This is an optimization exercise on Yosys and OpenROAD, whose aim is a short achievable clock period and few clock cycles per item, not a production implementation. Function was checked by simulation only, so behaviour that the tests miss may differ from the original. In every run shown here, the design's own scripts or RTL, not TritonCTS, make the clock network. The clock input has no modelled driver; a real chip could not lean on it and would need a root buffer or a full tree. Power is estimated from default activity; no workload was simulated.

**flow/flow/run.sh**
```bash
#!/bin/bash
# The standard layout (standard.sh), except for the clock tree: flow/mktree.tcl, sourced by
# ORFS's CTS step as its PRE_CTS_TCL hook, builds a balanced two-level tree of clkbuf_16 (the
# clock port drives four quadrant buffers, each drives sixteen leaf buffers, each drives a
# cluster of nearby flip-flops) in place of TritonCTS's three-level tree.
set -euo pipefail
export PRE_CTS_TCL="$PWD/flow/mktree.tcl"
bash standard.sh > flow_make.log 2>&1
```
**flow/flow/mktree.tcl**
```tcl
# Manual two-level clock tree: the clock port drives four quadrant buffers, each drives the
# leaf buffers of its quadrant, each leaf buffer drives a cluster of nearby flip-flop clock pins.
# Expects the design loaded and placed; mt_build splits the sinks into four quadrants, each into
# leaf_cols x leaf_rows clusters of about equal size.
proc mt_centroid {pts} {
  set sx 0; set sy 0; set n 0
  foreach p $pts { set sx [expr {$sx + [lindex $p 1]}]; set sy [expr {$sy + [lindex $p 2]}]; incr n }
  return [list [expr {$sx / $n}] [expr {$sy / $n}]]
}
# split a list of {obj x y} into k nearly equal groups along coordinate idx (1=x, 2=y)
proc mt_split {pts k idx} {
  set s [lsort -real -index $idx $pts]
  set n [llength $s]
  set out {}
  for {set i 0} {$i < $k} {incr i} {
    set a [expr {($n * $i) / $k}]
    set b [expr {($n * ($i + 1)) / $k - 1}]
    lappend out [lrange $s $a $b]
  }
  return $out
}
proc mt_build {clk_port_net leaf_cols leaf_rows buf_cell} {
  set block [ord::get_db_block]
  set db [ord::get_db]
  set master [$db findMaster $buf_cell]
  set net [$block findNet $clk_port_net]
  set pts {}
  foreach it [$net getITerms] {
    set inst [$it getInst]
    set bb [$inst getBBox]
    set x [expr {([$bb xMin] + [$bb xMax]) / 2}]
    set y [expr {([$bb yMin] + [$bb yMax]) / 2}]
    lappend pts [list $it $x $y]
  }
  puts "mktree: [llength $pts] sinks"
  set quads {}
  foreach half [mt_split $pts 2 1] {
    foreach q [mt_split $half 2 2] { lappend quads $q }
  }
  set qi 0
  set nleaf 0
  foreach q $quads {
    set leaves {}
    foreach col [mt_split $q $leaf_cols 1] {
      foreach grp [mt_split $col $leaf_rows 2] {
        lassign [mt_centroid $grp] cx cy
        set name "clkbuf_m_leaf_${qi}_[llength $leaves]"
        set inst [odb::dbInst_create $block $master $name]
        set lnet [odb::dbNet_create $block "clknet_m_leaf_${qi}_[llength $leaves]"]
        $lnet setSigType CLOCK
        foreach p $grp {
          set it [lindex $p 0]
          $it disconnect
          $it connect $lnet
        }
        [$inst findITerm X] connect $lnet
        set w [[$inst getMaster] getWidth]
        set h [[$inst getMaster] getHeight]
        $inst setLocation [expr {int($cx - $w / 2)}] [expr {int($cy - $h / 2)}]
        $inst setPlacementStatus PLACED
        lappend leaves [list $inst $cx $cy]
        incr nleaf
      }
    }
    lassign [mt_centroid $leaves] qx qy
    set qinst [odb::dbInst_create $block $master "clkbuf_m_root_${qi}"]
    set qnet [odb::dbNet_create $block "clknet_m_root_${qi}"]
    $qnet setSigType CLOCK
    foreach l $leaves { [[lindex $l 0] findITerm A] connect $qnet }
    [$qinst findITerm X] connect $qnet
    [$qinst findITerm A] connect $net
    set w [[$qinst getMaster] getWidth]
    set h [[$qinst getMaster] getHeight]
    $qinst setLocation [expr {int($qx - $w / 2)}] [expr {int($qy - $h / 2)}]
    $qinst setPlacementStatus PLACED
    incr qi
  }
  puts "mktree: $qi root buffers, $nleaf leaf buffers"
}

# Used as PRE_CTS_TCL: ORFS's cts.tcl then calls this in place of TritonCTS, and goes on as
# usual (detailed placement, timing repair) with the tree built here.
proc clock_tree_synthesis { args } {
  mt_build clk 2 8 sky130_fd_sc_hd__clkbuf_16
  set_propagated_clock [all_clocks]
}
```
**flow/standard.sh**
```bash
#!/bin/bash
# synth_recipe.tcl (not shown) runs the flow's synth.tcl, then flattens the netlist and writes it again
# the make line also repeats each setting of config.mk as NAME=value (left out here)
make -C /OpenROAD-flow-scripts/flow DESIGN_CONFIG=/design/flow/config.mk WORK_HOME=/design/flow/orfs CLKGATE_MAP_FILE= SYNTH_SCRIPT=/design/flow/synth_recipe.tcl "${@:-finish}"
```
**flow/config.mk**
```make
export PLATFORM = sky130hd
export DESIGN_NAME = min_buffer_queue_counter
export DESIGN_NICKNAME = min_buffer_queue_counter
export VERILOG_FILES = /design/flow/design.v
export SDC_FILE = /design/flow/constraint.sdc
export NUM_CORES = 4
export LEC_CHECK = 0
export ABC_CLOCK_PERIOD_IN_PS = 2000
export CAP_MARGIN = 20
export CORE_MARGIN = 2
export CORE_UTILIZATION = 60
export SETUP_SLACK_MARGIN = 4.5
export SLEW_MARGIN = 20
```
**flow/constraint.sdc**
```tcl
create_clock -name core_clock -period 6.5 [get_ports {clk}]
set_input_delay 1.3000 -clock core_clock [delete_from_list [all_inputs] [get_ports {clk}]]
set_output_delay 1.3000 -clock core_clock [all_outputs]
set_load 0.01 [all_outputs]
```
**flow/design.v**
```verilog
package mbqc_pkg;
  localparam int DEF_MAX_QUEUES = 64;
  localparam int TRAIN_W     = 16;
  localparam int QIDX_W      = 6;
  localparam int QUSED_W     = 7;
  localparam int IN_TDATA_W  = 16;
  localparam int OUT_TDATA_W = 16;
  localparam int OUT_PAD_W   = OUT_TDATA_W - QIDX_W - QUSED_W;
  localparam int QIDX_LSB  = 0;
  localparam int QUSED_LSB = QIDX_W;
  localparam int RES_W = 1 + QUSED_W + QIDX_W;
endpackage
module mbqc_ctrl (
  input  logic                             clk,
  input  logic                             rst_n,
  input  logic                             in_tvalid,
  output logic                             in_tready,
  input  logic [mbqc_pkg::IN_TDATA_W-1:0]  in_tdata,
  input  logic                             in_tlast,
  output logic                             item_valid,
  output logic [mbqc_pkg::TRAIN_W-1:0]     item_num,
  output logic                             item_last,
  input  logic                             res_valid,
  input  logic [mbqc_pkg::RES_W-1:0]       res,
  output logic                             out_valid,
  input  logic                             out_tready,
  output logic [mbqc_pkg::RES_W-1:0]       out_res
);
  localparam int DEPTH = 8;
  localparam int PW    = 3;
  logic                         ready_r;
  logic                         item_valid_r;
  logic [mbqc_pkg::TRAIN_W-1:0] item_num_r;
  logic                         item_last_r;
  logic [mbqc_pkg::RES_W-1:0]   slot_r [DEPTH];
  logic [PW:0]                  rd_r;
  logic [PW:0]                  wr_r;
  logic [PW:0]                  occ_r;              
  logic                         out_valid_r;
  logic [mbqc_pkg::RES_W-1:0]   out_res_r;
  logic [PW:0]                  count;
  logic                         take;
  logic                         pop;
  logic [PW-1:0]                rd_nxt;
  logic [mbqc_pkg::RES_W-1:0]   head_hold;
  logic [mbqc_pkg::RES_W-1:0]   head_pop;
  logic                         valid_hold;
  logic                         valid_pop;
  always_comb begin
    count      = wr_r - rd_r;
    take       = rst_n && in_tvalid && ready_r;
    pop        = out_valid_r && out_tready;
    rd_nxt     = rd_r[PW-1:0] + PW'(1);
    head_hold  = (count != '0) ? slot_r[rd_r[PW-1:0]] : res;
    valid_hold = (count != '0) || res_valid;
    head_pop   = (count > (PW+1)'(1)) ? slot_r[rd_nxt] : res;
    valid_pop  = (count > (PW+1)'(1)) || res_valid;
  end
  always_ff @(posedge clk) begin
    item_num_r  <= in_tdata[mbqc_pkg::TRAIN_W-1:0];
    item_last_r <= in_tlast;
    if (res_valid) begin
      slot_r[wr_r[PW-1:0]] <= res;
    end
    out_res_r <= pop ? head_pop : head_hold;
    if (!rst_n) begin
      ready_r      <= 1'b1;
      item_valid_r <= 1'b0;
      rd_r         <= '0;
      wr_r         <= '0;
      occ_r        <= '0;
      out_valid_r  <= 1'b0;
    end else begin
      item_valid_r <= take;
      if (res_valid) wr_r <= wr_r + (PW+1)'(1);
      if (pop) rd_r <= rd_r + (PW+1)'(1);
      out_valid_r  <= pop ? valid_pop : valid_hold;
      occ_r        <= occ_r + (PW+1)'(take) - (PW+1)'(pop);
      ready_r      <= occ_r <= (PW+1)'(DEPTH - 2);
    end
  end
  assign in_tready  = ready_r;
  assign item_valid = item_valid_r;
  assign item_num   = item_num_r;
  assign item_last  = item_last_r;
  assign out_valid  = out_valid_r;
  assign out_res    = out_res_r;
endmodule
module mbqc_dp #(
  parameter int MAX_QUEUES = mbqc_pkg::DEF_MAX_QUEUES
) (
  input  logic                               clk,
  input  logic                               rst_n,
  input  logic                               item_valid,
  input  logic [mbqc_pkg::TRAIN_W-1:0]       item_num,
  input  logic                               item_last,
  output logic                               res_valid,
  output logic [mbqc_pkg::RES_W-1:0]         res
);
  localparam int NQ = MAX_QUEUES;
  localparam int HW = mbqc_pkg::TRAIN_W / 2;
  logic [mbqc_pkg::TRAIN_W-1:0] tail_r [NQ];
  logic [NQ-1:0]                used_r;     
  logic                         clr_r;      
  logic                         p_valid_r;
  logic [mbqc_pkg::TRAIN_W-1:0] p_num_r;
  logic                         p_last_r;
  logic [NQ-1:0]                hgt_r;      
  logic [NQ-1:0]                heq_r;      
  logic [NQ-1:0]                lgt_r;      
  logic                         gt1_r;      
  logic                         gt2_r;      
  logic                         r_valid_r;
  logic [NQ-1:0]                wr_r;       
  logic [NQ-1:0]                wr2_r;      
  logic [mbqc_pkg::TRAIN_W-1:0] w_num_r;    
  logic                         res_valid_r;
  logic [mbqc_pkg::RES_W-1:0]   res_r;
  logic [NQ-1:0] hgt_c;
  logic [NQ-1:0] heq_c;
  logic [NQ-1:0] lgt_c;
  logic [NQ-1:0] in_use;     
  logic [NQ-1:0] above;      
  logic [NQ-1:0] prev_abv;   
  logic [NQ-1:0] wr;         
  logic [NQ-1:0] used_nxt;   
  function automatic logic [6:0] therm_count(input logic [NQ-1:0] t);
    logic [6:0] c;
    for (int k = 0; k < 7; k++) begin
      c[k] = 1'b0;
      for (int i = 0; (2 * i + 1) * (1 << k) <= NQ; i++) begin
        if ((2 * i + 2) * (1 << k) <= NQ)
          c[k] = c[k] | (t[(2 * i + 1) * (1 << k) - 1] & ~t[(2 * i + 2) * (1 << k) - 1]);
        else
          c[k] = c[k] | t[(2 * i + 1) * (1 << k) - 1];
      end
    end
    therm_count = c;
  endfunction
  function automatic logic [5:0] onehot_index(input logic [NQ-1:0] h);
    logic [5:0] x;
    x = '0;
    for (int j = 0; j < NQ; j++) begin
      x = x | (h[j] ? 6'(j) : 6'd0);
    end
    onehot_index = x;
  endfunction
  always_comb begin
    for (int j = 0; j < NQ; j++) begin
      hgt_c[j] = tail_r[j][mbqc_pkg::TRAIN_W-1:HW] > item_num[mbqc_pkg::TRAIN_W-1:HW];
      heq_c[j] = tail_r[j][mbqc_pkg::TRAIN_W-1:HW] == item_num[mbqc_pkg::TRAIN_W-1:HW];
      lgt_c[j] = tail_r[j][HW-1:0] > item_num[HW-1:0];
    end
    in_use = clr_r ? '0 : used_r;
    for (int j = 0; j < NQ; j++) begin
      above[j] = in_use[j] && (wr_r[j]  ? gt1_r :
                               wr2_r[j] ? gt2_r :
                                          (hgt_r[j] || (heq_r[j] && lgt_r[j])));
    end
    prev_abv = {above[NQ-2:0], 1'b1};
    wr       = prev_abv & ~above & {NQ{p_valid_r}};
    used_nxt = in_use | prev_abv;
  end
  always_ff @(posedge clk) begin
    p_num_r  <= item_num;
    p_last_r <= item_last;
    hgt_r    <= hgt_c;
    heq_r    <= heq_c;
    lgt_r    <= lgt_c;
    gt1_r    <= p_num_r > item_num;
    gt2_r    <= w_num_r > item_num;
    wr_r     <= wr;
    wr2_r    <= wr_r;
    w_num_r  <= p_num_r;
    for (int j = 0; j < NQ; j++) begin
      if (wr_r[j]) tail_r[j] <= w_num_r;
    end
    if (p_valid_r) begin
      used_r <= used_nxt;
    end
    res_r <= {~|wr_r, therm_count(used_r), onehot_index(wr_r)};
    if (!rst_n) begin
      p_valid_r   <= 1'b0;
      r_valid_r   <= 1'b0;
      res_valid_r <= 1'b0;
      clr_r       <= 1'b1;
    end else begin
      p_valid_r   <= item_valid;
      r_valid_r   <= p_valid_r;
      res_valid_r <= r_valid_r;
      if (p_valid_r) clr_r <= p_last_r;
    end
  end
  assign res       = res_r;
  assign res_valid = res_valid_r;
endmodule
module min_buffer_queue_counter #(
  parameter int MAX_QUEUES = mbqc_pkg::DEF_MAX_QUEUES
) (
  input  logic                             clk,
  input  logic                             rst_n,
  input  logic                             in_tvalid,
  output logic                             in_tready,
  input  logic [mbqc_pkg::IN_TDATA_W-1:0]  in_tdata,    
  input  logic                             in_tlast,    
  output logic                             out_tvalid,
  input  logic                             out_tready,
  output logic [mbqc_pkg::OUT_TDATA_W-1:0] out_tdata,   
  output logic                             out_tuser    
);
  logic                         item_valid;
  logic [mbqc_pkg::TRAIN_W-1:0] item_num;
  logic                         item_last;
  logic                         res_valid;
  logic [mbqc_pkg::RES_W-1:0]   res;
  logic [mbqc_pkg::RES_W-1:0]   out_res;
  mbqc_ctrl u_ctrl (
    .clk        (clk),
    .rst_n      (rst_n),
    .in_tvalid  (in_tvalid),
    .in_tready  (in_tready),
    .in_tdata   (in_tdata),
    .in_tlast   (in_tlast),
    .item_valid (item_valid),
    .item_num   (item_num),
    .item_last  (item_last),
    .res_valid  (res_valid),
    .res        (res),
    .out_valid  (out_tvalid),
    .out_tready (out_tready),
    .out_res    (out_res)
  );
  mbqc_dp #(
    .MAX_QUEUES (MAX_QUEUES)
  ) u_dp (
    .clk        (clk),
    .rst_n      (rst_n),
    .item_valid (item_valid),
    .item_num   (item_num),
    .item_last  (item_last),
    .res_valid  (res_valid),
    .res        (res)
  );
  assign out_tdata = {{mbqc_pkg::OUT_PAD_W{1'b0}},
                      out_res[mbqc_pkg::QUSED_W+mbqc_pkg::QIDX_W-1:0]};
  assign out_tuser = out_res[mbqc_pkg::RES_W-1];
endmodule
```
==> impl_metrics.tcl, run 1 <==
set metrics [dict create \
    cp_slowest_cell "dfxtp_2" \
    synthesis.instances 5383 \
    peakVddDrop_uv 226 \
    gr-total-overflow 0 \
    io_buffers 36 \
    path_delay_family "flip-flops" \
    setup_tns_ns 0 \
    antenna_found_initial 11 \
    path_buf_inv 1 \
    nets 6771 \
    finClkSkew_ns 0.0272 \
    drive_gt1_frac 0.164 \
    path_cells "buf_6" \
    worst_pin_slew_ns 1.11 \
    critPathMaxFanout 2 \
    critPathCaptureType "output port" \
    yosys-top-cells-area "edfxtp_1 (49%), ha_1 (18%), dfxtp_1 (11%), a21oi_1 (3.0%), o21ai_0 (2.4%)" \
    cp-start-kind "register" \
    timing.final.crit_share 0.351 \
    die-height_um 354 \
    cp.required_ns 5.20 \
    p_total_w 0.0189 \
    grt_pass1_vias 45216 \
    timing_hold_violations_final 0 \
    clk_latency_ns 0.50 \
    ys_seq_elements 1621 \
    core.rowCount 128 \
    remaining_drc_errors 0 \
    rsz0062_at_grt "true" \
    power.switching_w 0.00462 \
    maxCapViolCount 0 \
    syn2layout_area_growth_pct 15.9 \
    finalMaxSlewViolations 0 \
    dr.pass1.iters 5 \
    post-synth-top-area-fraction 0.489 \
    syn-cell-area_sq_um 73600 \
    setup-violations-final 0 \
    cts.clk_slew.worst_paths_ns 0.11 \
    syn_area_per_cell_sq_um 13.7 \
    dpl.hpwl_mm 112 \
    dr.first_iter.drc_count 5061 \
    rrSetupSlack_ns 4.32 \
    ant_nets 0 \
    power_frac_seq 0.611 \
    grt.total_usage 0.321 \
    hp-class "reg -> reg" \
    whs_ns 0.354 \
    drt-total-wl_mm 211 \
    gpl.final_weighted_congestion 0.941 \
    slew_headroom 0.262 \
    worstPathArrival_ns 0.98 \
    critPathKind "reg -> out" \
    start_util 0.605 \
    min_period_ns 2.28 \
    synth_cell_types 54 \
    power_density_nw_per_um2 221 \
    via_per_inst 6.39 \
    filler_cell_count 8298 \
    cp_slowest_stage_delay_ns 0.39 \
    die_area_sq_um 126000 \
    swShare 0.245 \
    ys_seq_area_frac 0.604 \
    placed_area_sq_um 76600 \
    synthFlopType "edfxtp_1" \
    internal_power_w 0.0142 \
    grt_pass1_wl_mm 297 \
    vias 46690 \
    design_area_sq_um 85300 \
    synth_top_area_cell "edfxtp_1" \
    ys_warn_count 3 \
    synth_edf_count 1199 \
    wire_per_inst_um 28.9 \
    die_x_um 354 \
    fmax_ghz 0.439 \
    core_sq_um 122000 \
    status "no timing/DRC/antenna violations" \
    async_flop_share 0 \
    grt_max_degree 68 \
    p_leak_nw 32.4 \
    pin_count 40 \
    clkPwrFrac 0.257 \
    power_frac_comb 0.132 \
]
cell usage in the layout, fill, tap and decap left out, drive strengths merged, types with 99 or more instances in the layout:
master	n
a21o	170
a21oi	440
buf	248
dfxtp	422
edfxtp	1199
ha	1066
inv	285
nand2	114
nand2b	99
nand3	176
nand4	161
nor2	141
nor2b	168
o21a	127
o21ai	355
per-layer routing:
layer / up-vias / routed length [um] / track usage
met5: - / 13 / 0
met4: 2 / 7620 / 0.0761
met3: 347 / 16100 / 0.0243
met2: 1920 / 98900 / 0.538
met1: 23368 / 88800 / 0.461
li1: 21053 / - / -
cell families after synthesis:
| logic type | Yosys count | synth area share |
|---|---|---|
| AO/OA/AOI/OAI | 1199 | 0.0956 |
| XOR/XNOR | 12 | 0.00163 |
| adder cells (fa/ha/maj) | 1068 | 0.182 |
| buffers and inverters | 357 | 0.0193 |
| flip-flops | 1621 | 0.604 |
| multiplexers | 85 | 0.0211 |
| other | 1 | 0.0000509 |
| AND/OR/NAND/NOR | 1040 | 0.0770 |
cells in the mapped netlist (all sizes together) (25+ instances only):
cell	number
o21a	127
buf	28
ha	1066
nand3	176
a21o	170
edfxtp	1199
o31ai	33
nand4	161
a21oi	440
inv	299
clkbuf	30
nor2	141
nor3	53
mux4	56
nor2b	168
nand2	114
dfxtp	422
nor3b	61
mux2i	29
nand2b	99
nor4	25
o21ai	355
registers in the layout, indices dropped and copies added (netlist names), 4 cells and up, named ones only:
register / cells
u_dp.hgt_r: 64
u_dp.w_num_r: 16
u_ctrl.item_num_r: 16
u_dp.used_r: 63
u_dp.heq_r: 64
u_ctrl.out_res_r: 14
u_ctrl.slot_r: 112
u_dp.tail_r: 1024
u_dp.wr2_r: 64
u_ctrl.occ_r: 4
u_dp.res_r: 14
u_ctrl.wr_r: 4
u_dp.wr_r: 64
u_dp.p_num_r: 16
u_dp.lgt_r: 64
u_ctrl.rd_r: 4
path summary, 6_finish.rpt:
check                  startpoint              end  depth (start not counted)
min reg2reg       u_dp.p_num_r[2]  u_dp.w_num_r[2]                          0
min               u_dp.p_num_r[2]  u_dp.w_num_r[2]                          0
max reg2reg  u_ctrl.item_num_r[9]   u_dp.hgt_r[59]                         11
max                u_ctrl.ready_r        in_tready                          1
repair_timing:
item,in CTS,in global routing
setup endpoints to repair,388,283
gates cloned,34,12
buffers inserted,76,63
hold buffers,0,0
gates resized for setup,584,432
pin swaps,181,305
through the flow:
stage / setup slack (ns) / util / cells
detailed placement: 3.06 / 0.629 / 7052
global route: 4.19 / 0.701 / 7305
CTS: 4.21 / 0.676 / 7230
global placement: 3.11 / 0.629 / 7051
floorplan: 3.96 / - / 5385
finish: 4.22 / 0.701 / 7309
final cells by class:
| cell class | count | area (sq um) | area share |
|---|---|---|---|
| buffer | 68 | 1700 | 0.0199 |
| timing repair buffer | 283 | 4290 | 0.0503 |
| sequential | 1621 | 44700 | 0.523 |
| tap | 1625 | 2030 | 0.0238 |
| inverter | 299 | 1190 | 0.0139 |
| antenna | 4 | 10.0 | 0.000117 |
| timing repair inverter | 1 | 7.51 | 0.0000880 |
| multi-input combinational | 3408 | 31400 | 0.368 |
power by group through the flow:
stage / combinational (W) / sequential [W] / clock [W]
2_1_floorplan: 0.00110 / 0.0117 / 0
3_3_place_gp: 0.00171 / 0.0118 / 0
3_5_place_dp: 0.00176 / 0.0118 / 0
4_1_cts: 0.00219 / 0.0115 / 0.00486
5_1_grt: 0.00267 / 0.0115 / 0.00524
6_report: 0.00249 / 0.0115 / 0.00484
Testbench counts, summed over its fixed seeds: cycles 12,040, items 12,000.
==> run 2, diff against run 1 <==
--- a/flow/design.v
+++ b/flow/design.v
@@ -37,2 +37,3 @@
   logic [PW:0]                  wr_r;
+  logic [PW:0]                  cnt_r;              
   logic [PW:0]                  occ_r;              
@@ -40,3 +41,2 @@
   logic [mbqc_pkg::RES_W-1:0]   out_res_r;
-  logic [PW:0]                  count;
   logic                         take;
@@ -49,3 +49,2 @@
   always_comb begin
-    count      = wr_r - rd_r;
     take       = rst_n && in_tvalid && ready_r;
@@ -53,6 +52,6 @@
     rd_nxt     = rd_r[PW-1:0] + PW'(1);
-    head_hold  = (count != '0) ? slot_r[rd_r[PW-1:0]] : res;
-    valid_hold = (count != '0) || res_valid;
-    head_pop   = (count > (PW+1)'(1)) ? slot_r[rd_nxt] : res;
-    valid_pop  = (count > (PW+1)'(1)) || res_valid;
+    head_hold  = (cnt_r != '0) ? slot_r[rd_r[PW-1:0]] : res;
+    valid_hold = (cnt_r != '0) || res_valid;
+    head_pop   = (cnt_r > (PW+1)'(1)) ? slot_r[rd_nxt] : res;
+    valid_pop  = (cnt_r > (PW+1)'(1)) || res_valid;
   end
@@ -71,2 +70,3 @@
       occ_r        <= '0;
+      cnt_r        <= '0;
       out_valid_r  <= 1'b0;
@@ -78,2 +78,3 @@
       occ_r        <= occ_r + (PW+1)'(take) - (PW+1)'(pop);
+      cnt_r        <= cnt_r + (PW+1)'(res_valid) - (PW+1)'(pop);
       ready_r      <= occ_r <= (PW+1)'(DEPTH - 2);
--- a/flow/flow/mktree.tcl
+++ b/flow/flow/mktree.tcl
@@ -80,2 +80,34 @@
 
+# Move each flip-flop that drives an output port's buffer next to that buffer, so the wire it
+# drives is short; the detailed placement after the tree is built makes the placement legal.
+proc mt_pull_output_flops {} {
+  set block [ord::get_db_block]
+  foreach bt [$block getBTerms] {
+    if {[$bt getIoType] ne "OUTPUT"} continue
+    set net [$bt getNet]
+    if {$net eq "NULL"} continue
+    foreach it [$net getITerms] {
+      if {![$it isOutputSignal]} continue
+      set buf [$it getInst]
+      set a [$buf findITerm A]
+      if {$a eq "NULL" || $a eq ""} continue
+      set anet [$a getNet]
+      if {$anet eq "NULL"} continue
+      foreach it2 [$anet getITerms] {
+        if {![$it2 isOutputSignal]} continue
+        set ff [$it2 getInst]
+        if {![string match "*df*" [[$ff getMaster] getName]]} continue
+        lassign [$buf getLocation] bx by
+        set w [[$ff getMaster] getWidth]
+        set die [$block getDieArea]
+        set x [expr {$bx - $w}]
+        if {$x < [$die xMin] + 10000} { set x [expr {$bx + [[$buf getMaster] getWidth]}] }
+        puts "mktree: [$ff getName] moved next to [$buf getName]"
+        $ff setLocation $x $by
+        $ff setPlacementStatus PLACED
+      }
+    }
+  }
+}
+
 # Used as PRE_CTS_TCL: ORFS's cts.tcl then calls this in place of TritonCTS, and goes on as
@@ -83,2 +115,3 @@
 proc clock_tree_synthesis { args } {
+  mt_pull_output_flops
   mt_build clk 2 8 sky130_fd_sc_hd__clkbuf_16
==> impl_metrics.tcl, run 2 <==
set metrics [dict create \
    gpl.final_weighted_congestion 0.951 \
    multi_input_comb_area_sq_um 30300 \
    ys_seq_elements 1623 \
    maxCapViolCount 0 \
    top_register "u_dp.tail_r" \
    finClkSkew_ns 0.0215 \
    antenna_found_initial 17 \
    peakVddDrop_uv 217 \
    syn2layout_area_growth_pct 12.2 \
    ff_latch_area_sq_um 44700 \
    path_buf_inv 1 \
    rsz0062_at_grt "true" \
    gr-total-overflow 0 \
    synthesis.instances 5183 \
    path_cells "buf_6" \
    worstPathArrival_ns 0.94 \
    synth_cell_types 57 \
    internal_power_w 0.0142 \
    die_x_um 355 \
    filler_cell_count 8515 \
    core.rowCount 128 \
    ys_seq_area_frac 0.602 \
    layout_commonest_cell "edfxtp_1" \
    die_area_sq_um 126000 \
    worst_pin_slew_ns 1.07 \
    io_buffers 36 \
    hold_buffers 0 \
    dpl.hpwl_mm 107 \
    drive_gt1_frac 0.128 \
    remaining_drc_errors 0 \
    hold_path_end "u_dp.p_last_r" \
    cp_slowest_cell "dfxtp_4" \
    r2r_cells 9 \
    power_frac_comb 0.134 \
    clk_latency_ns 0.49 \
    cp-start-kind "register" \
    async_flop_share 0 \
    yosys-top-cells-area "edfxtp_1 (49%), ha_1 (18%), dfxtp_1 (11%), a21o_1 (2.2%), a21oi_1 (2.2%)" \
    post-synth-top-area-fraction 0.488 \
    ant_nets 0 \
    drt-total-wl_mm 204 \
    via_per_inst 6.46 \
    grt_pass1_wl_mm 285 \
    pin_count 40 \
    rr_startpoint "u_ctrl.item_num_r[9]" \
    setup-violations-final 0 \
    synthFlopType "edfxtp_1" \
    rrSetupSlack_ns 4.42 \
    core_sq_um 122000 \
    power_density_nw_per_um2 227 \
    setup_tns_ns 0 \
    synth_most_common_cell "edfxtp_1" \
    slew_headroom 0.286 \
    critPathKind "reg -> out" \
    clkPwrFrac 0.257 \
    min_period_ns 2.24 \
    grt_max_degree 127 \
    grt_pass1_vias 44371 \
    synth_common_cells "edfxtp_1 (1,199), ha_1 (1,068), dfxtp_1 (424), a21oi_1 (326), inv_1 (247)" \
    cp_slowest_stage_delay_ns 0.35 \
    timing_hold_violations_final 0 \
    syn_area_per_cell_sq_um 14.2 \
    finalMaxSlewViolations 0 \
    power.switching_w 0.00457 \
    synth_edf_count 1199 \
    status "no timing/DRC/antenna violations" \
    r2r-end "u_dp.hgt_r[29]" \
    whs_ns 0.337 \
    ys_warn_count 3 \
    critPathCaptureType "output port" \
    critPathMaxFanout 2 \
    n_antenna_cell 0 \
    cts.clk_slew.worst_paths_ns 0.10 \
    grt.total_usage 0.307 \
    path_delay_family "flip-flops" \
    dr.pass1.iters 6 \
    nets 6518 \
    hp-class "reg -> reg" \
    cp.required_ns 5.20 \
    final_cell_mix "edfxtp_1 (1,199), ha_1 (950), dfxtp_1 (332), a21oi_1 (275), nand4_1 (227)" \
    p_leak_nw 32.0 \
    fmax_ghz 0.446 \
    design_area_sq_um 82900 \
    start_util 0.605 \
    holdCritStartpoint "u_ctrl.item_last_r" \
    syn-cell-area_sq_um 73800 \
    die-height_um 355 \
    power_frac_seq 0.609 \
    largest_reg_flops 1024 \
    placed_area_sq_um 77100 \
    wire_per_inst_um 28.9 \
    dr.first_iter.drc_count 5203 \
    vias 45542 \
    swShare 0.243 \
    synth_top_area_cell "edfxtp_1" \
    timing.final.crit_share 0.345 \
    hold_depth 0 \
]
## run 2: cell types whose count changed in the layout (fill, tap and decap cells not counted), moves of 53 or more
cell,delta
a21oi_1,-68
nand4_1,+66
nand2b_1,-53
o21bai_1,+66
ha_1,+86
o21ai_1,-130
o22ai_1,+58
ha_4,-81
nand3_1,-148
## run 2: cell families (layout without fill, tap and decap cells)
logic type | after synthesis | count (layout) | synth area share
AOI/OAI and AO/OA | 1133 | 1133 | 0.0975
xor gates and xnor gates | 8 | 8 | 0.00105
adders and majority gates | 1070 | 1070 | 0.181
buffers and inverters | 304 | 543 | 0.0175
DFF | 1623 | 1623 | 0.602
muxes | 135 | 135 | 0.0290
other | 1 | 3 | 0.0000508
and+or+nand+nor | 909 | 910 | 0.0709
## run 2: layer usage
metal / up-vias / GRT usage / wire length (um)
met5: - / 0 / 55
met4: 8 / 0.0726 / 5610
met3: 311 / 0.0287 / 15500
met2: 1779 / 0.503 / 94200
met1: 22877 / 0.448 / 88300
li1: 20567 / - / -
## run 2: how the worst max path moves through the flow
stage	startpoint	end	slack, ns	cells after the start
6_report	u_ctrl.out_valid_r	out_tvalid	4.26	1
3_5_place_dp	rst_n	u_ctrl.occ_r[2]	3.08	7
5_1_grt	u_ctrl.out_valid_r	out_tvalid	4.23	1
4_1_cts	u_ctrl.out_valid_r	out_tvalid	4.24	1
3_3_place_gp	rst_n	u_ctrl.occ_r[2]	3.09	7
2_1_floorplan	u_ctrl.item_num_r[2]	u_dp.lgt_r[46]	3.94	6
## run 2: area by class of cell
type                            count  share of cell area
Timing Repair inverter              2            0.000181
Inverter                          248              0.0120
Buffer                             68              0.0205
Multi-Input combinational cell   3259               0.365
Sequential cell                  1623               0.539
Tap cell                         1625              0.0245
Timing Repair Buffer              225              0.0388
## run 2: per-stage QoR
step	cells	util	power [W]	setup WS, ns
2_1_floorplan	5185	-	0.0129	3.94
3_3_place_gp	6849	0.632	0.0136	3.09
3_5_place_dp	6849	0.632	0.0137	3.08
4_1_cts	7002	0.663	0.0185	4.24
5_1_grt	7050	0.679	0.0194	4.23
6_report	7050	0.679	0.0188	4.26
## run 2: power groups by stage
stage	clock network, W	registers (W)	logic, W
after global placement	0	0.0117	0.00188
after global routing	0.00520	0.0115	0.00271
after CTS	0.00486	0.0114	0.00221
after detailed placement	0	0.0117	0.00193
after floorplan	0	0.0117	0.00125
final	0.00484	0.0114	0.00252
## run 2: what timing repair did
action                                  4_1_cts  5_1_grt
buffers inserted                             65       33
pin swaps                                    21      116
cloned                                       20       15
endpoints found under the setup margin      349      204
gates resized for setup                     289      204
Testbench counts of run 2, summed over its fixed seeds: cycles 12,040, items 12,000.
==> run 3, diff against run 2 <==
--- a/flow/design.v
+++ b/flow/design.v
@@ -148,7 +148,26 @@
   endfunction
+  function automatic logic greater8(input logic [7:0] a, input logic [7:0] b);
+    logic [7:0] g1, e1;
+    logic [3:0] g2, e2;
+    logic [1:0] g4, e4;
+    g1 = a & ~b;
+    e1 = ~(a ^ b);
+    for (int i = 0; i < 4; i++) begin
+      g2[i] = g1[2*i+1] | (e1[2*i+1] & g1[2*i]);
+      e2[i] = e1[2*i+1] & e1[2*i];
+    end
+    for (int i = 0; i < 2; i++) begin
+      g4[i] = g2[2*i+1] | (e2[2*i+1] & g2[2*i]);
+      e4[i] = e2[2*i+1] & e2[2*i];
+    end
+    greater8 = g4[1] | (e4[1] & g4[0]);
+  endfunction
+  function automatic logic greater16(input logic [15:0] a, input logic [15:0] b);
+    greater16 = greater8(a[15:8], b[15:8]) | ((a[15:8] == b[15:8]) & greater8(a[7:0], b[7:0]));
+  endfunction
   always_comb begin
     for (int j = 0; j < NQ; j++) begin
-      hgt_c[j] = tail_r[j][mbqc_pkg::TRAIN_W-1:HW] > item_num[mbqc_pkg::TRAIN_W-1:HW];
+      hgt_c[j] = greater8(tail_r[j][mbqc_pkg::TRAIN_W-1:HW], item_num[mbqc_pkg::TRAIN_W-1:HW]);
       heq_c[j] = tail_r[j][mbqc_pkg::TRAIN_W-1:HW] == item_num[mbqc_pkg::TRAIN_W-1:HW];
-      lgt_c[j] = tail_r[j][HW-1:0] > item_num[HW-1:0];
+      lgt_c[j] = greater8(tail_r[j][HW-1:0], item_num[HW-1:0]);
     end
@@ -170,4 +189,4 @@
     lgt_r    <= lgt_c;
-    gt1_r    <= p_num_r > item_num;
-    gt2_r    <= w_num_r > item_num;
+    gt1_r    <= greater16(p_num_r, item_num);
+    gt2_r    <= greater16(w_num_r, item_num);
     wr_r     <= wr;
==> impl_metrics.tcl, run 3 <==
set metrics [dict create \
    status "no timing/DRC/antenna violations" \
    post-synth-top-area-fraction 0.506 \
    dpl.hpwl_mm 105 \
    core.rowCount 126 \
    finClkSkew_ns 0.0240 \
    dr.pass1.iters 5 \
    worst_pin_slew_ns 1.08 \
    gr-total-overflow 0 \
    gpl.final_weighted_congestion 0.940 \
    ant_nets 0 \
    slew_headroom 0.278 \
    top_register "u_dp.tail_r" \
    path_delay_family "flip-flops" \
    ys_warn_count 3 \
    synth_edf_count 1199 \
    maxCapViolCount 0 \
    dr.first_iter.drc_count 4676 \
    die_area_sq_um 121000 \
    min_period_ns 2.24 \
    yosys-top-cells-area "edfxtp_1 (51%), ha_1 (18%), dfxtp_1 (12%), a21oi_1 (1.9%), mux4_2 (1.8%)" \
    core_sq_um 118000 \
    swShare 0.241 \
    clk_latency_ns 0.49 \
    power_frac_seq 0.617 \
    grt_pass1_vias 42445 \
    antenna_found_initial 11 \
    hp-class "reg -> reg" \
    die_x_um 348 \
    nets 6122 \
    path_cells "buf_6" \
    synthAdderAreaFrac 0.177 \
    path_buf_inv 1 \
    cp.required_ns 5.20 \
    pin_count 40 \
    setup-violations-final 0 \
    drive_gt1_frac 0.166 \
    io_buffers 36 \
    cp_slowest_cell "dfxtp_4" \
    synth_common_cells "edfxtp_1 (1,199), ha_1 (1,002), dfxtp_1 (424), a21oi_1 (274), o21ai_0 (194)" \
    power_density_nw_per_um2 228 \
    grt_max_degree 79 \
    finalMaxSlewViolations 0 \
    utilization 0.693 \
    syn_area_per_cell_sq_um 14.8 \
    grt.total_usage 0.316 \
    critPathKind "reg -> out" \
    cp-start-kind "register" \
    drt-total-wl_mm 200 \
    setup_tns_ns 0 \
    synth_cell_types 55 \
    clkPwrFrac 0.259 \
    worstPathArrival_ns 0.94 \
    timing_hold_violations_final 0 \
    synthesis.instances 4793 \
    synthXorXnorAreaFrac 0.00121 \
    vias 44061 \
    p_leak_nw 29.8 \
    fmax_ghz 0.447 \
    rsz0062_at_grt "true" \
    async_flop_share 0 \
    cts.clk_slew.worst_paths_ns 0.09 \
    syn-cell-area_sq_um 71200 \
    synth_top_area_cell "edfxtp_1" \
    start_util 0.604 \
    power_frac_comb 0.125 \
    layout_commonest_cell "edfxtp_1" \
    via_per_inst 6.64 \
    hold_buffers 0 \
    remaining_drc_errors 0 \
    critPathMaxFanout 2 \
    synth-compound-area-share 0.102 \
    synthMuxAreaShare 0.0200 \
    die-height_um 348 \
    syn2layout_area_growth_pct 14.9 \
    wire_per_inst_um 30.1 \
    final_cell_mix "edfxtp_1 (1,199), ha_1 (834), dfxtp_1 (356), a21oi_1 (245), nand2_1 (165)" \
    largest_reg_flops 1024 \
    critPathCaptureType "output port" \
    synth_top_family_by_area "adder cells" \
    internal_power_w 0.0142 \
    ys_seq_area_frac 0.625 \
    grt_pass1_wl_mm 281 \
    synthFlopType "edfxtp_1" \
    cp_slowest_stage_delay_ns 0.35 \
    synth_simple_gate_area_frac 0.0642 \
    peakVddDrop_uv 229 \
    power.switching_w 0.00450 \
    timing.final.crit_share 0.344 \
    ys_seq_elements 1623 \
    synth_most_common_cell "edfxtp_1" \
]
run 3: worst paths after layout:
kind / startpoint / depth (start not counted) / slack [ns] / to
worst max register to register: u_ctrl.item_num_r[11] / 10 / 4.28 / u_dp.hgt_r[5]
worst max-delay path: u_ctrl.out_valid_r / 1 / 4.26 / out_tvalid
worst min-delay path: u_dp.p_num_r[0] / 0 / 0.35 / u_dp.w_num_r[0]
worst min register to register: u_dp.p_num_r[0] / 0 / 0.35 / u_dp.w_num_r[0]
run 3: per-stage QoR:
step / hold slack, ns / power, W / setup WS (ns) / instances / area, sq um
after floorplan: 0.310 / 0.0128 / 3.91 / 4795 / 71900
after global placement: 0.334 / 0.0135 / 3.09 / 6388 / 74500
after detailed placement: 0.334 / 0.0136 / 3.09 / 6388 / 74500
after CTS: 0.349 / 0.0184 / 4.25 / 6552 / 78900
after global routing: 0.359 / 0.0193 / 4.21 / 6632 / 81700
final: 0.349 / 0.0187 / 4.26 / 6637 / 81800
run 3: timing repair:
item	in CTS	in global routing
gates resized for setup	399	307
endpoints found under the setup margin	419	239
buffers inserted	75	68
endpoints found under the hold margin	0	0
pin swaps	57	177
cloned	21	11
run 3: routing by layer:
layer	up-vias	part of all wire	global-route usage
met2	1781	0.47	0.528
met5	-	0.00016	0
met4	4	0.038	0.0879
met3	352	0.072	0.0233
met1	22338	0.42	0.448
li1	19586	-	-
run 3: area by class of cell:
| class | instances | area (sq um) |
|---|---|---|
| antenna | 6 | 15.0 |
| sequential | 1623 | 44600 |
| multi-input combinational | 3010 | 29000 |
| inverter | 99 | 448 |
| timing repair buffer | 291 | 3980 |
| fill | 7876 | 36200 |
| tap | 1536 | 1920 |
| buffer | 68 | 1700 |
| timing repair inverter | 4 | 31.3 |
run 3: kinds of logic (layout without fill, tap and decap cells):
kind of cell,count (synthesis),in the layout
compound gates,1095,1095
xor+xnor,9,9
buf+inv,162,462
fa+ha+maj,1004,1004
simple gates,827,827
flops,1623,1623
mux,72,72
other cells,1,9
run 3: power groups by stage:
stage / sequential [W] / clock, W / combinational [W]
2_1_floorplan: 0.0117 / 0 / 0.00119
3_3_place_gp: 0.0118 / 0 / 0.00175
3_5_place_dp: 0.0118 / 0 / 0.00179
4_1_cts: 0.0115 / 0.00484 / 0.00208
5_1_grt: 0.0115 / 0.00522 / 0.00251
6_report: 0.0115 / 0.00483 / 0.00233
Testbench counts of run 3, summed over its fixed seeds: cycles 12,040, items 12,000.
==> run 4, diff against run 3 <==
--- a/flow/design.v
+++ b/flow/design.v
@@ -21,2 +21,3 @@
   output logic [mbqc_pkg::TRAIN_W-1:0]     item_num,
+  output logic [4*mbqc_pkg::TRAIN_W-1:0]   item_cmp,   
   output logic                             item_last,
@@ -33,2 +34,5 @@
   logic [mbqc_pkg::TRAIN_W-1:0] item_num_r;
+  logic [mbqc_pkg::TRAIN_W-1:0] item_inv_r;
+  logic [mbqc_pkg::TRAIN_W-1:0] item_clr_r;
+  logic [mbqc_pkg::TRAIN_W-1:0] item_clr_inv_r;
   logic                         item_last_r;
@@ -44,2 +48,6 @@
   logic [PW-1:0]                rd_nxt;
+  logic [PW:0]                  occ_up;
+  logic [PW:0]                  occ_dn;
+  logic [PW:0]                  cnt_up;
+  logic [PW:0]                  cnt_dn;
   logic [mbqc_pkg::RES_W-1:0]   head_hold;
@@ -52,2 +60,6 @@
     rd_nxt     = rd_r[PW-1:0] + PW'(1);
+    occ_up     = occ_r + (PW+1)'(1);
+    occ_dn     = occ_r - (PW+1)'(1);
+    cnt_up     = cnt_r + (PW+1)'(1);
+    cnt_dn     = cnt_r - (PW+1)'(1);
     head_hold  = (cnt_r != '0) ? slot_r[rd_r[PW-1:0]] : res;
@@ -59,2 +71,10 @@
     item_num_r  <= in_tdata[mbqc_pkg::TRAIN_W-1:0];
+    item_inv_r  <= ~in_tdata[mbqc_pkg::TRAIN_W-1:0];
+    if (!rst_n) begin
+      item_clr_r     <= '0;
+      item_clr_inv_r <= '1;
+    end else begin
+      item_clr_r     <= in_tdata[mbqc_pkg::TRAIN_W-1:0];
+      item_clr_inv_r <= ~in_tdata[mbqc_pkg::TRAIN_W-1:0];
+    end
     item_last_r <= in_tlast;
@@ -77,4 +97,12 @@
       out_valid_r  <= pop ? valid_pop : valid_hold;
-      occ_r        <= occ_r + (PW+1)'(take) - (PW+1)'(pop);
-      cnt_r        <= cnt_r + (PW+1)'(res_valid) - (PW+1)'(pop);
+      case ({take, pop})
+        2'b10:   occ_r <= occ_up;
+        2'b01:   occ_r <= occ_dn;
+        default: occ_r <= occ_r;
+      endcase
+      case ({res_valid, pop})
+        2'b10:   cnt_r <= cnt_up;
+        2'b01:   cnt_r <= cnt_dn;
+        default: cnt_r <= cnt_r;
+      endcase
       ready_r      <= occ_r <= (PW+1)'(DEPTH - 2);
@@ -85,2 +113,3 @@
   assign item_num   = item_num_r;
+  assign item_cmp   = {~item_clr_inv_r, item_clr_r, ~item_inv_r, item_num_r};
   assign item_last  = item_last_r;
@@ -96,2 +125,3 @@
   input  logic [mbqc_pkg::TRAIN_W-1:0]       item_num,
+  input  logic [4*mbqc_pkg::TRAIN_W-1:0]     item_cmp,    
   input  logic                               item_last,
@@ -119,2 +149,3 @@
   logic [mbqc_pkg::RES_W-1:0]   res_r;
+  logic [mbqc_pkg::TRAIN_W-1:0] num_j;
   logic [NQ-1:0] hgt_c;
@@ -169,5 +200,6 @@
     for (int j = 0; j < NQ; j++) begin
-      hgt_c[j] = greater8(tail_r[j][mbqc_pkg::TRAIN_W-1:HW], item_num[mbqc_pkg::TRAIN_W-1:HW]);
-      heq_c[j] = tail_r[j][mbqc_pkg::TRAIN_W-1:HW] == item_num[mbqc_pkg::TRAIN_W-1:HW];
-      lgt_c[j] = greater8(tail_r[j][HW-1:0], item_num[HW-1:0]);
+      num_j    = item_cmp[mbqc_pkg::TRAIN_W*((4*j)/NQ) +: mbqc_pkg::TRAIN_W];
+      hgt_c[j] = greater8(tail_r[j][mbqc_pkg::TRAIN_W-1:HW], num_j[mbqc_pkg::TRAIN_W-1:HW]);
+      heq_c[j] = tail_r[j][mbqc_pkg::TRAIN_W-1:HW] == num_j[mbqc_pkg::TRAIN_W-1:HW];
+      lgt_c[j] = greater8(tail_r[j][HW-1:0], num_j[HW-1:0]);
     end
@@ -232,2 +264,3 @@
   logic [mbqc_pkg::TRAIN_W-1:0] item_num;
+  logic [4*mbqc_pkg::TRAIN_W-1:0] item_cmp;
   logic                         item_last;
@@ -245,2 +278,3 @@
     .item_num   (item_num),
+    .item_cmp   (item_cmp),
     .item_last  (item_last),
@@ -259,2 +293,3 @@
     .item_num   (item_num),
+    .item_cmp   (item_cmp),
     .item_last  (item_last),
==> flow/flow/run.sh (replaced) <==
#!/bin/bash
# The standard layout (standard.sh), except for the clock tree: flow/mktree.tcl, sourced by
# ORFS's CTS step as its PRE_CTS_TCL hook, builds a balanced two-level tree of clkbuf_16 in
# place of TritonCTS's three-level tree: the clock port drives four quadrant buffers, each
# drives sixteen leaf buffers (one for each strip of its quadrant), each drives the
# flip-flops of its strip. It also moves the flip-flops that drive output ports next to their
# port buffers.
set -euo pipefail
export PRE_CTS_TCL="$PWD/flow/mktree.tcl"
bash standard.sh > flow_make.log 2>&1
--- a/flow/flow/mktree.tcl
+++ b/flow/flow/mktree.tcl
@@ -116,3 +116,3 @@
   mt_pull_output_flops
-  mt_build clk 2 8 sky130_fd_sc_hd__clkbuf_16
+  mt_build clk 1 16 sky130_fd_sc_hd__clkbuf_16
   set_propagated_clock [all_clocks]
==> impl_metrics.tcl, run 4 <==
set metrics [dict create \
    timing.final.crit_share 0.356 \
    remaining_drc_errors 0 \
    whs_ns 0.355 \
    peakVddDrop_uv 189 \
    cp.required_ns 6.90 \
    dr.pass1.iters 6 \
    die_x_um 351 \
    vias 43213 \
    dr.first_iter.drc_count 4330 \
    synthesis.instances 4889 \
    grt_pass1_vias 42260 \
    grt_pass1_wl_mm 275 \
    critPathCaptureType "register" \
    synth_most_common_cell "edfxtp_1" \
    rrSetupSlack_ns 4.35 \
    nets 6146 \
    die-height_um 351 \
    synth_edf_count 1199 \
    via_per_inst 6.42 \
    clk_latency_ns 0.47 \
    pin_count 40 \
    core_sq_um 120000 \
    synthFlopType "edfxtp_1" \
    layout_commonest_cell "edfxtp_1" \
    post-synth-top-area-fraction 0.499 \
    hold_depth 0 \
    hp-class "reg -> reg" \
    cts.clk_slew.worst_paths_ns 0.11 \
    async_flop_share 0 \
    worst_pin_slew_ns 1.13 \
    synth_cell_types 53 \
    worstPathArrival_ns 2.71 \
    critPathKind "in -> reg" \
    core.rowCount 127 \
    start_util 0.603 \
    rsz0062_at_grt "true" \
    synth_common_cells "edfxtp_1 (1,199), ha_1 (999), dfxtp_1 (472), a21oi_1 (280), o21ai_0 (190)" \
    ys_seq_area_frac 0.630 \
    gr-total-overflow 0 \
    syn-cell-area_sq_um 72200 \
    rr_startpoint "u_ctrl.item_num_r[2]" \
    setup_tns_ns 0 \
    antenna_found_initial 8 \
    postLayoutSetupSlackWorst_ns 4.19 \
    io_buffers 36 \
    power_density_nw_per_um2 228 \
    hold_path_end "u_dp.w_num_r[0]" \
    critPathMaxFanout 3 \
    syn_area_per_cell_sq_um 14.8 \
    dpl.hpwl_mm 112 \
    p_leak_nw 29.5 \
    status "no timing/DRC/antenna violations" \
    maxCapViolCount 0 \
    drive_gt1_frac 0.115 \
    hold_buffers 0 \
    r2r_cells 6 \
    die_area_sq_um 123000 \
    grt_max_degree 83 \
    min_period_ns 2.31 \
    syn2layout_area_growth_pct 9.94 \
    top_register "u_dp.tail_r" \
    grt.total_usage 0.303 \
    ant_nets 0 \
    gpl.final_weighted_congestion 0.919 \
    filler_cell_count 8537 \
    drt-total-wl_mm 188 \
    setup-violations-final 0 \
    place_ws_ns 3.03 \
    finClkSkew_ns 0.0235 \
    yosys-top-cells-area "edfxtp_1 (50%), ha_1 (17%), dfxtp_1 (13%), a21oi_1 (1.9%), mux4_2 (1.7%)" \
    cp-start-kind "input pin" \
    r2r-end "u_dp.gt2_r" \
    fmax_ghz 0.432 \
    synth_top_area_cell "edfxtp_1" \
    ys_warn_count 3 \
    n_antenna_cell 0 \
    wire_per_inst_um 27.9 \
    largest_reg_flops 1024 \
    holdCritStartpoint "u_dp.p_num_r[0]" \
    timing_hold_violations_final 0 \
    finalMaxSlewViolations 0 \
    slew_headroom 0.249 \
    ys_seq_elements 1671 \
    final_cell_mix "edfxtp_1 (1,199), ha_1 (973), dfxtp_1 (400), a21oi_1 (268), o21ai_0 (174)" \
]
[run 4: cell types whose count changed in the layout (fill, tap and decap cells not counted), moves of 36 or more]
cell,before,now
ha_4,144,26
o21ai_1,72,16
inv_1,75,120
nand4_1,97,137
ha_1,834,973
a2111oi_4,38,2
dfxtp_1,356,400
o21ai_0,120,174
a21o_1,90,127
[run 4: area by class of cell]
type	instances	area, sq um	area share
Multi-Input combinational cell	3017	26900	0.340
Inverter	137	571	0.00719
Sequential cell	1671	45600	0.575
Tap cell	1612	2020	0.0254
Timing Repair Buffer	230	2510	0.0316
Buffer	68	1700	0.0214
[run 4: worst max-delay path by stage]
stage / startpoint / endpoint / slack [ns]
global route: rst_n / u_ctrl.occ_r[3] / 4.12
CTS: out_tready / u_ctrl.occ_r[3] / 4.17
global placement: rst_n / u_ctrl.occ_r[3] / 3.01
finish: rst_n / u_ctrl.occ_r[3] / 4.19
detailed placement: rst_n / u_ctrl.occ_r[3] / 3.03
floorplan: rst_n / u_ctrl.occ_r[3] / 3.77
[run 4: what timing repair did]
action,CTS,global route
gates cloned,3,1
resized for setup,230,149
setup buffers,77,17
pin swaps,32,41
setup endpoints to repair,390,179
[run 4: routing by layer]
metal,vias to the layer above,track usage,part of all wire
met3,261,0.0214,0.063
met4,4,0.0806,0.032
li1,19649,-,-
met2,1557,0.482,0.45
met5,-,0,0.00012
met1,21742,0.454,0.45
[run 4: power by group]
group | switching (W) | internal, W
clock | 0.00317 | 0.00189
combinational | 0.000821 | 0.000503
sequential | 0.000194 | 0.0115
total | 0.00418 | 0.0139
[run 4: metrics by stage]
stage               cells  total power (W)   util  area [sq um]
floorplan            4891           0.0126      -         72600
global route         6735           0.0187  0.663         79400
CTS                  6717           0.0180  0.656         78500
detailed placement   6569           0.0131  0.630         75400
finish               6735           0.0181  0.663         79400
global placement     6569           0.0131  0.630         75400
[run 4: critical path, cell delays in order]
cell	delay, ns
buf_16	0.08
and3_4	0.17
inv_2	0.04
ha_4	0.17
ha_4	0.20
a21o_1	0.18
a21oi_2	0.13
mux2i_1	0.25
mux2i_1	0.19
[run 4: cells by family after synthesis]
group / after synthesis / synth area share
xor+xnor: 11 / 0.00133
simple gates: 813 / 0.0617
buf+inv: 203 / 0.0111
compound gates: 1114 / 0.103
other cells: 1 / 0.0000519
mux: 76 / 0.0202
fa+ha+maj: 1000 / 0.173
flops: 1671 / 0.630
Testbench counts of run 4, summed over its fixed seeds: cycles 12,040, items 12,000.
==> run 5, diff against run 4 <==
--- a/flow/design.v
+++ b/flow/design.v
@@ -58,3 +58,3 @@
     take       = rst_n && in_tvalid && ready_r;
-    pop        = out_valid_r && out_tready;
+    pop        = (cnt_r != '0) && out_tready;
     rd_nxt     = rd_r[PW-1:0] + PW'(1);
==> flow/flow/run.sh (replaced) <==
#!/bin/bash
# The standard layout (standard.sh), except for the clock tree: flow/mktree.tcl, sourced by
# ORFS's CTS step as its PRE_CTS_TCL hook, builds a balanced two-level buffer tree in place of
# TritonCTS's three-level tree: the clock port drives four quadrant buffers (buf_16), each
# drives sixteen leaf buffers (clkbuf_16, one for each strip of its quadrant), each drives the
# flip-flops of its strip. It also moves the flip-flops that drive output ports next to their
# port buffers.
set -euo pipefail
export PRE_CTS_TCL="$PWD/flow/mktree.tcl"
bash standard.sh > flow_make.log 2>&1
--- a/flow/flow/mktree.tcl
+++ b/flow/flow/mktree.tcl
@@ -21,3 +21,3 @@
 }
-proc mt_build {clk_port_net leaf_cols leaf_rows buf_cell} {
+proc mt_build {clk_port_net leaf_cols leaf_rows buf_cell root_cell} {
   set block [ord::get_db_block]
@@ -25,2 +25,3 @@
   set master [$db findMaster $buf_cell]
+  set rmaster [$db findMaster $root_cell]
   set net [$block findNet $clk_port_net]
@@ -65,3 +66,3 @@
     lassign [mt_centroid $leaves] qx qy
-    set qinst [odb::dbInst_create $block $master "clkbuf_m_root_${qi}"]
+    set qinst [odb::dbInst_create $block $rmaster "clkbuf_m_root_${qi}"]
     set qnet [odb::dbNet_create $block "clknet_m_root_${qi}"]
@@ -116,3 +117,3 @@
   mt_pull_output_flops
-  mt_build clk 1 16 sky130_fd_sc_hd__clkbuf_16
+  mt_build clk 1 16 sky130_fd_sc_hd__clkbuf_16 sky130_fd_sc_hd__buf_16
   set_propagated_clock [all_clocks]
==> impl_metrics.tcl, run 5 <==
set metrics [dict create \
    grt_pass1_vias 42279 \
    io_buffers 36 \
    gpl.final_weighted_congestion 0.890 \
    wire_per_inst_um 27.8 \
    synth_top_area_cell "edfxtp_1" \
    final_cells 6737 \
    critPathMostFrequentCell "mux2i_1" \
    gr-total-overflow 0 \
    routed.top_layer "met4" \
    synth_common_cells "edfxtp_1 (1,199), ha_1 (999), dfxtp_1 (472), a21oi_1 (278), o21ai_0 (207)" \
    timing.final.crit_share 0.359 \
    timing_hold_violations_final 0 \
    dpl.cell_count 6594 \
    finClkSkew_ns 0.0190 \
    critPathCaptureType "register" \
    die-height_um 351 \
    dpl.hpwl_mm 113 \
    filler_cell_count 8602 \
    whs_ns 0.342 \
    syn-cell-area_sq_um 72300 \
    synth_most_common_cell "edfxtp_1" \
    cp.required_ns 6.87 \
    hp-class "reg -> reg" \
    nets 6146 \
    postLayoutSetupSlackWorst_ns 4.17 \
    dr.first_iter.drc_count 4311 \
    min_period_ns 2.33 \
    via_per_inst 6.42 \
    clk_latency_ns 0.44 \
    ys_seq_elements 1671 \
    vias 43246 \
    slew_headroom 0.213 \
    r2r_cells 10 \
    wirelength_met1_mm 85.2 \
    setup_tns_ns 0 \
    peakVddDrop_uv 305 \
    dr_wl_met2_mm 86.0 \
    place_ws_ns 3.07 \
    die_x_um 351 \
    cp-start-kind "input pin" \
    path_buf_inv 2 \
    path_cells "buf_8, and3_4, inv_4, ha_4, ha_1, a21oi_2, mux2i_1, mux2i_1" \
    antenna_found_initial 10 \
    async_flop_share 0 \
    cp_slowest_cell "ha_1" \
    core.rowCount 127 \
    hold_buffers 0 \
    ys_seq_area_frac 0.628 \
    status "no timing/DRC/antenna violations" \
    hold_path_end "u_dp.p_last_r" \
    path_delay_family "adder cells" \
    ys_warn_count 3 \
    rrSetupSlack_ns 4.23 \
    power_density_nw_per_um2 245 \
    dr_wl_met3_mm 11.9 \
    p_leak_nw 29.2 \
    critPathMaxFanout 3 \
    die_area_sq_um 123000 \
    syn2layout_area_growth_pct 9.31 \
    yosys-top-cells-area "edfxtp_1 (50%), ha_1 (17%), dfxtp_1 (13%), a21oi_1 (1.9%), mux4_2 (1.7%)" \
    top_register "u_dp.tail_r" \
    ant_nets 0 \
    synth_cell_types 59 \
    largest_reg_flops 1024 \
    r2r-end "u_ctrl.occ_r[3]" \
    finalMaxSlewViolations 0 \
    rsz0062_at_grt "true" \
    maxCapViolCount 0 \
    synthesis.instances 4914 \
    critPathKind "in -> reg" \
    pin_count 40 \
    worst_pin_slew_ns 1.18 \
    grt.total_usage 0.301 \
    post-synth-top-area-fraction 0.498 \
    drt-total-wl_mm 188 \
    grt_max_degree 67 \
    synth_edf_count 1199 \
    holdCritStartpoint "u_ctrl.item_last_r" \
    rr_startpoint "u_ctrl.cnt_r[1]" \
    hold_depth 0 \
    cp_slowest_stage_delay_ns 0.33 \
    synthFlopType "edfxtp_1" \
    dr.pass1.iters 5 \
    fmax_ghz 0.429 \
    remaining_drc_errors 0 \
    worstPathArrival_ns 2.70 \
    cts.clk_slew.worst_paths_ns 0.11 \
    core_sq_um 120000 \
    grt_pass1_wl_mm 273 \
    setup-violations-final 0 \
    final_cell_mix "edfxtp_1 (1,199), ha_1 (962), dfxtp_1 (404), a21oi_1 (263), o21ai_0 (189)" \
    syn_area_per_cell_sq_um 14.7 \
    drive_gt1_frac 0.116 \
    layout_commonest_cell "edfxtp_1" \
    start_util 0.604 \
]
==> run 5: area by class of cell <==
cell class	instances	area, sq um	share of cell area
tap	1612	2020	0.0255
inverter	139	607	0.00767
buffer	68	1710	0.0216
timing repair buffer	206	2120	0.0268
antenna	2	5.00	0.0000633
multi-input combinational	3039	27000	0.342
sequential	1671	45600	0.577
==> run 5: power breakdown <==
part	switching, W	leakage, nW	internal [W]
Combinational	0.00140	13.6	0.00112
Clock	0.00317	0.839	0.00192
Sequential	0.000176	14.7	0.0116
Total	0.00475	29.2	0.0146
==> run 5: metrics by stage <==
| step | utilization | power [W] | cell area, sq um |
|---|---|---|---|
| floorplan | - | 0.0134 | 72700 |
| global placement | 0.630 | 0.0141 | 75500 |
| detailed placement | 0.630 | 0.0142 | 75500 |
| CTS | 0.652 | 0.0193 | 78200 |
| global route | 0.660 | 0.0201 | 79100 |
| finish | 0.660 | 0.0194 | 79100 |
==> run 5: what timing repair did <==
action	in CTS	in global routing
buffers inserted	56	12
gates resized for setup	182	158
setup endpoints to repair	280	144
cloned	2	2
pin swaps	18	80
==> run 5: layer usage <==
metal | GRT usage | vias up
met1 | 0.448 | 21865
li1 | - | 19682
met3 | 0.0256 | 235
met2 | 0.487 | 1464
met5 | 0 | -
met4 | 0.0621 | 0
==> run 5: logic make-up (layout without fill, tap and decap cells) <==
logic type      after synthesis  after routing  share of synthesized area
compound gates             1115           1115                      0.103
xor+xnor                     10             10                    0.00131
fa+ha+maj                  1000           1000                      0.173
buf+inv                     206            413                     0.0119
flops                      1671           1671                      0.628
mux                          75             75                     0.0201
other cells                   1              5                  0.0000518
simple gates                836            836                     0.0626
==> run 5: worst max-delay path by stage <==
stage / from / end / cells after the start
final: rst_n / u_ctrl.occ_r[3] / 8
after floorplan: rst_n / u_ctrl.occ_r[3] / 7
after global routing: rst_n / u_ctrl.occ_r[3] / 8
after CTS: in_tvalid / u_ctrl.occ_r[3] / 9
after detailed placement: rst_n / u_ctrl.occ_r[3] / 8
after global placement: rst_n / u_ctrl.occ_r[3] / 8
Testbench counts of run 5, summed over its fixed seeds: cycles 12,040, items 12,000.
==> run 6, diff against run 5 <==
--- a/flow/design.v
+++ b/flow/design.v
@@ -43,2 +43,3 @@
   logic [PW:0]                  occ_r;              
+  logic                         pop_r;              
   logic                         out_valid_r;
@@ -46,8 +47,5 @@
   logic                         take;
-  logic                         pop;
+  logic                         held;               
+  logic                         held2;              
   logic [PW-1:0]                rd_nxt;
-  logic [PW:0]                  occ_up;
-  logic [PW:0]                  occ_dn;
-  logic [PW:0]                  cnt_up;
-  logic [PW:0]                  cnt_dn;
   logic [mbqc_pkg::RES_W-1:0]   head_hold;
@@ -56,14 +54,21 @@
   logic                         valid_pop;
+  logic [mbqc_pkg::RES_W-1:0]   res_rdy;
+  logic                         valid_rdy;
+  logic [PW:0]                  cnt_keep;
+  logic [PW:0]                  cnt_rdy;
+  logic [PW:0]                  rd_rdy;
   always_comb begin
     take       = rst_n && in_tvalid && ready_r;
-    pop        = (cnt_r != '0) && out_tready;
+    held       = cnt_r != '0;
+    held2      = cnt_r > (PW+1)'(1);
     rd_nxt     = rd_r[PW-1:0] + PW'(1);
-    occ_up     = occ_r + (PW+1)'(1);
-    occ_dn     = occ_r - (PW+1)'(1);
-    cnt_up     = cnt_r + (PW+1)'(1);
-    cnt_dn     = cnt_r - (PW+1)'(1);
-    head_hold  = (cnt_r != '0) ? slot_r[rd_r[PW-1:0]] : res;
-    valid_hold = (cnt_r != '0) || res_valid;
-    head_pop   = (cnt_r > (PW+1)'(1)) ? slot_r[rd_nxt] : res;
-    valid_pop  = (cnt_r > (PW+1)'(1)) || res_valid;
+    head_hold  = held ? slot_r[rd_r[PW-1:0]] : res;
+    valid_hold = held || res_valid;
+    head_pop   = held2 ? slot_r[rd_nxt] : res;
+    valid_pop  = held2 || res_valid;
+    res_rdy    = held ? head_pop : head_hold;
+    valid_rdy  = held ? valid_pop : valid_hold;
+    cnt_keep   = cnt_r + (PW+1)'(res_valid);
+    cnt_rdy    = held ? cnt_keep - (PW+1)'(1) : cnt_keep;
+    rd_rdy     = held ? rd_r + (PW+1)'(1) : rd_r;
   end
@@ -83,3 +88,3 @@
     end
-    out_res_r <= pop ? head_pop : head_hold;
+    out_res_r <= out_tready ? res_rdy : head_hold;
     if (!rst_n) begin
@@ -91,2 +96,3 @@
       cnt_r        <= '0;
+      pop_r        <= 1'b0;
       out_valid_r  <= 1'b0;
@@ -95,15 +101,8 @@
       if (res_valid) wr_r <= wr_r + (PW+1)'(1);
-      if (pop) rd_r <= rd_r + (PW+1)'(1);
-      out_valid_r  <= pop ? valid_pop : valid_hold;
-      case ({take, pop})
-        2'b10:   occ_r <= occ_up;
-        2'b01:   occ_r <= occ_dn;
-        default: occ_r <= occ_r;
-      endcase
-      case ({res_valid, pop})
-        2'b10:   cnt_r <= cnt_up;
-        2'b01:   cnt_r <= cnt_dn;
-        default: cnt_r <= cnt_r;
-      endcase
-      ready_r      <= occ_r <= (PW+1)'(DEPTH - 2);
+      rd_r         <= out_tready ? rd_rdy : rd_r;
+      cnt_r        <= out_tready ? cnt_rdy : cnt_keep;
+      out_valid_r  <= out_tready ? valid_rdy : valid_hold;
+      pop_r        <= out_tready && held;
+      occ_r        <= occ_r + (PW+1)'(item_valid_r) - (PW+1)'(pop_r);
+      ready_r      <= occ_r + (PW+1)'(item_valid_r) <= (PW+1)'(DEPTH - 2);
     end
==> impl_metrics.tcl, run 6 <==
set metrics [dict create \
    cts.clk_slew.worst_paths_ns 0.11 \
    power_frac_seq 0.622 \
    synth_cell_types 57 \
    gpl.final_weighted_congestion 0.913 \
    status "no timing/DRC/antenna violations" \
    cp_slowest_stage_delay_ns 0.34 \
    grt_pass1_wl_mm 269 \
    finalMaxSlewViolations 0 \
    ys_seq_area_frac 0.630 \
    setup_tns_ns 0 \
    synthFlopType "edfxtp_1" \
    synth_edf_count 1199 \
    pin_count 40 \
    p_total_w 0.0190 \
    critPathCaptureType "output port" \
    fmax_ghz 0.458 \
    clk_latency_ns 0.45 \
    core.rowCount 127 \
    min_period_ns 2.18 \
    filler_cell_count 8644 \
    ff_latch_area_sq_um 45600 \
    cp-start-kind "register" \
    antenna_found_initial 7 \
    final_cells 6701 \
    swShare 0.242 \
    grt.total_usage 0.295 \
    peakVddDrop_uv 293 \
    vias 42687 \
    drt-total-wl_mm 183 \
    synth_most_common_cell "edfxtp_1" \
    worst_pin_slew_ns 1.18 \
    maxCapViolCount 0 \
    start_util 0.603 \
    power_density_nw_per_um2 242 \
    layout_commonest_cell "edfxtp_1" \
    critPathMaxFanout 2 \
    dr.first_iter.drc_count 4203 \
    rsz0062_at_grt "true" \
    ant_nets 0 \
    path_buf_inv 1 \
    via_per_inst 6.37 \
    remaining_drc_errors 0 \
    clkPwrFrac 0.266 \
    path_cells "buf_6" \
    ys_seq_elements 1672 \
    hold_buffers 0 \
    timing.final.crit_share 0.336 \
    dpl.hpwl_mm 112 \
    utilization 0.656 \
    synth_common_cells "edfxtp_1 (1,199), ha_1 (999), dfxtp_1 (473), a21oi_1 (277), o21ai_0 (189)" \
    dpl.cell_count 6558 \
    setup-violations-final 0 \
    hp-class "reg -> reg" \
    critPathKind "reg -> out" \
    syn-cell-area_sq_um 72100 \
    p_leak_nw 29.1 \
    die_x_um 351 \
    ys_warn_count 3 \
    largest_reg_flops 1024 \
    worstPathArrival_ns 0.88 \
    die-height_um 351 \
    dr.pass1.iters 8 \
    finClkSkew_ns 0.0231 \
    synth_top_area_cell "edfxtp_1" \
    io_buffers 36 \
    nets 6108 \
    syn2layout_area_growth_pct 8.87 \
    syn_area_per_cell_sq_um 14.8 \
    grt_pass1_vias 41430 \
    slew_headroom 0.211 \
    yosys-top-cells-area "edfxtp_1 (50%), ha_1 (17%), dfxtp_1 (13%), a21oi_1 (1.9%), mux4_2 (1.7%)" \
    wire_per_inst_um 27.4 \
    hold_depth 0 \
    die_area_sq_um 123000 \
    path_delay_family "flip-flops" \
    crit_cells 1 \
    internal_power_w 0.0144 \
    timing_hold_violations_final 0 \
    core_sq_um 120000 \
    cp_slowest_cell "dfxtp_2" \
    post-synth-top-area-fraction 0.499 \
    synthesis.instances 4885 \
    grt_max_degree 79 \
    gr-total-overflow 0 \
    top_register "u_dp.tail_r" \
    cp.required_ns 5.20 \
    multi_input_comb_area_sq_um 26600 \
    power_frac_comb 0.111 \
    final_cell_mix "edfxtp_1 (1,199), ha_1 (977), dfxtp_1 (407), a21oi_1 (263), o21ai_0 (174)" \
    async_flop_share 0 \
    drive_gt1_frac 0.106 \
    power.switching_w 0.00460 \
    r2r_cells 7 \
]
==> run 6: cell count changes in the layout (fill, tap and decap cells not counted), sizes merged, moves of 6 or more <==
cell and delta:
buf -17, nor2b -8, nor2 +16, o21ai -18, and2b -6, nand2 -10
xnor2 +7, nand2b -6, a21o +16, nand4 +7
==> run 6: layer usage <==
metal | global-route usage | up-vias | share of wire
met4 | 0.0592 | 2 | 0.024
met2 | 0.474 | 1361 | 0.46
met1 | 0.446 | 21550 | 0.46
li1 | - | 19570 | -
met5 | 0 | - | 0.000071
met3 | 0.0201 | 204 | 0.059
==> run 6: power groups by stage <==
stage | sequential, W | combinational (W) | clock (W)
after floorplan | 0.0120 | 0.00115 | 0
after global placement | 0.0121 | 0.00173 | 0
after detailed placement | 0.0121 | 0.00177 | 0
after CTS | 0.0118 | 0.00200 | 0.00509
after global routing | 0.0119 | 0.00232 | 0.00554
final | 0.0118 | 0.00212 | 0.00506
==> run 6: logic make-up (layout without fill, tap and decap cells) <==
kind of cell    after synthesis  in the layout  share of synthesized area
simple gates                824            824                     0.0617
compound gates             1102           1102                      0.102
other cells                   1              6                  0.0000520
buf+inv                     201            400                     0.0115
mux                          73             73                     0.0198
xor+xnor                     13             13                    0.00158
flops                      1672           1672                      0.630
fa+ha+maj                   999            999                      0.173
==> run 6: final timing paths <==
check | from | end | slack, ns
setup / recovery | u_ctrl.ready_r | in_tready | 4.32
hold / removal | u_ctrl.item_last_r | u_dp.p_last_r | 0.34
setup reg to reg | u_ctrl.item_num_r[11] | u_dp.gt1_r | 4.39
hold reg to reg | u_ctrl.item_last_r | u_dp.p_last_r | 0.34
==> run 6: timing repair <==
item,CTS,global route
pin swaps,18,50
endpoints found under the setup margin,412,136
endpoints found under the hold margin,0,0
cloned,1,3
buffers inserted,56,12
resized for setup,182,123
==> run 6: layout make-up <==
class	count	share of cell area
plain buffers	68	0.0218
well taps	1612	0.0257
diodes	3	0.0000956
multi-input cells	3014	0.339
inverters	138	0.00747
repair buffers	194	0.0250
flip-flops and latches	1672	0.581
==> run 6: stage by stage <==
stage | hold WS [ns] | worst slack [ns] | instance area (sq um)
after global placement | 0.313 | 3.60 | 75100
final | 0.342 | 4.32 | 78500
after floorplan | 0.310 | 4.03 | 72300
after CTS | 0.344 | 4.30 | 77900
after detailed placement | 0.321 | 3.61 | 75100
after global routing | 0.363 | 4.27 | 78500
Testbench counts of run 6, summed over its fixed seeds: cycles 12,040, items 12,000.
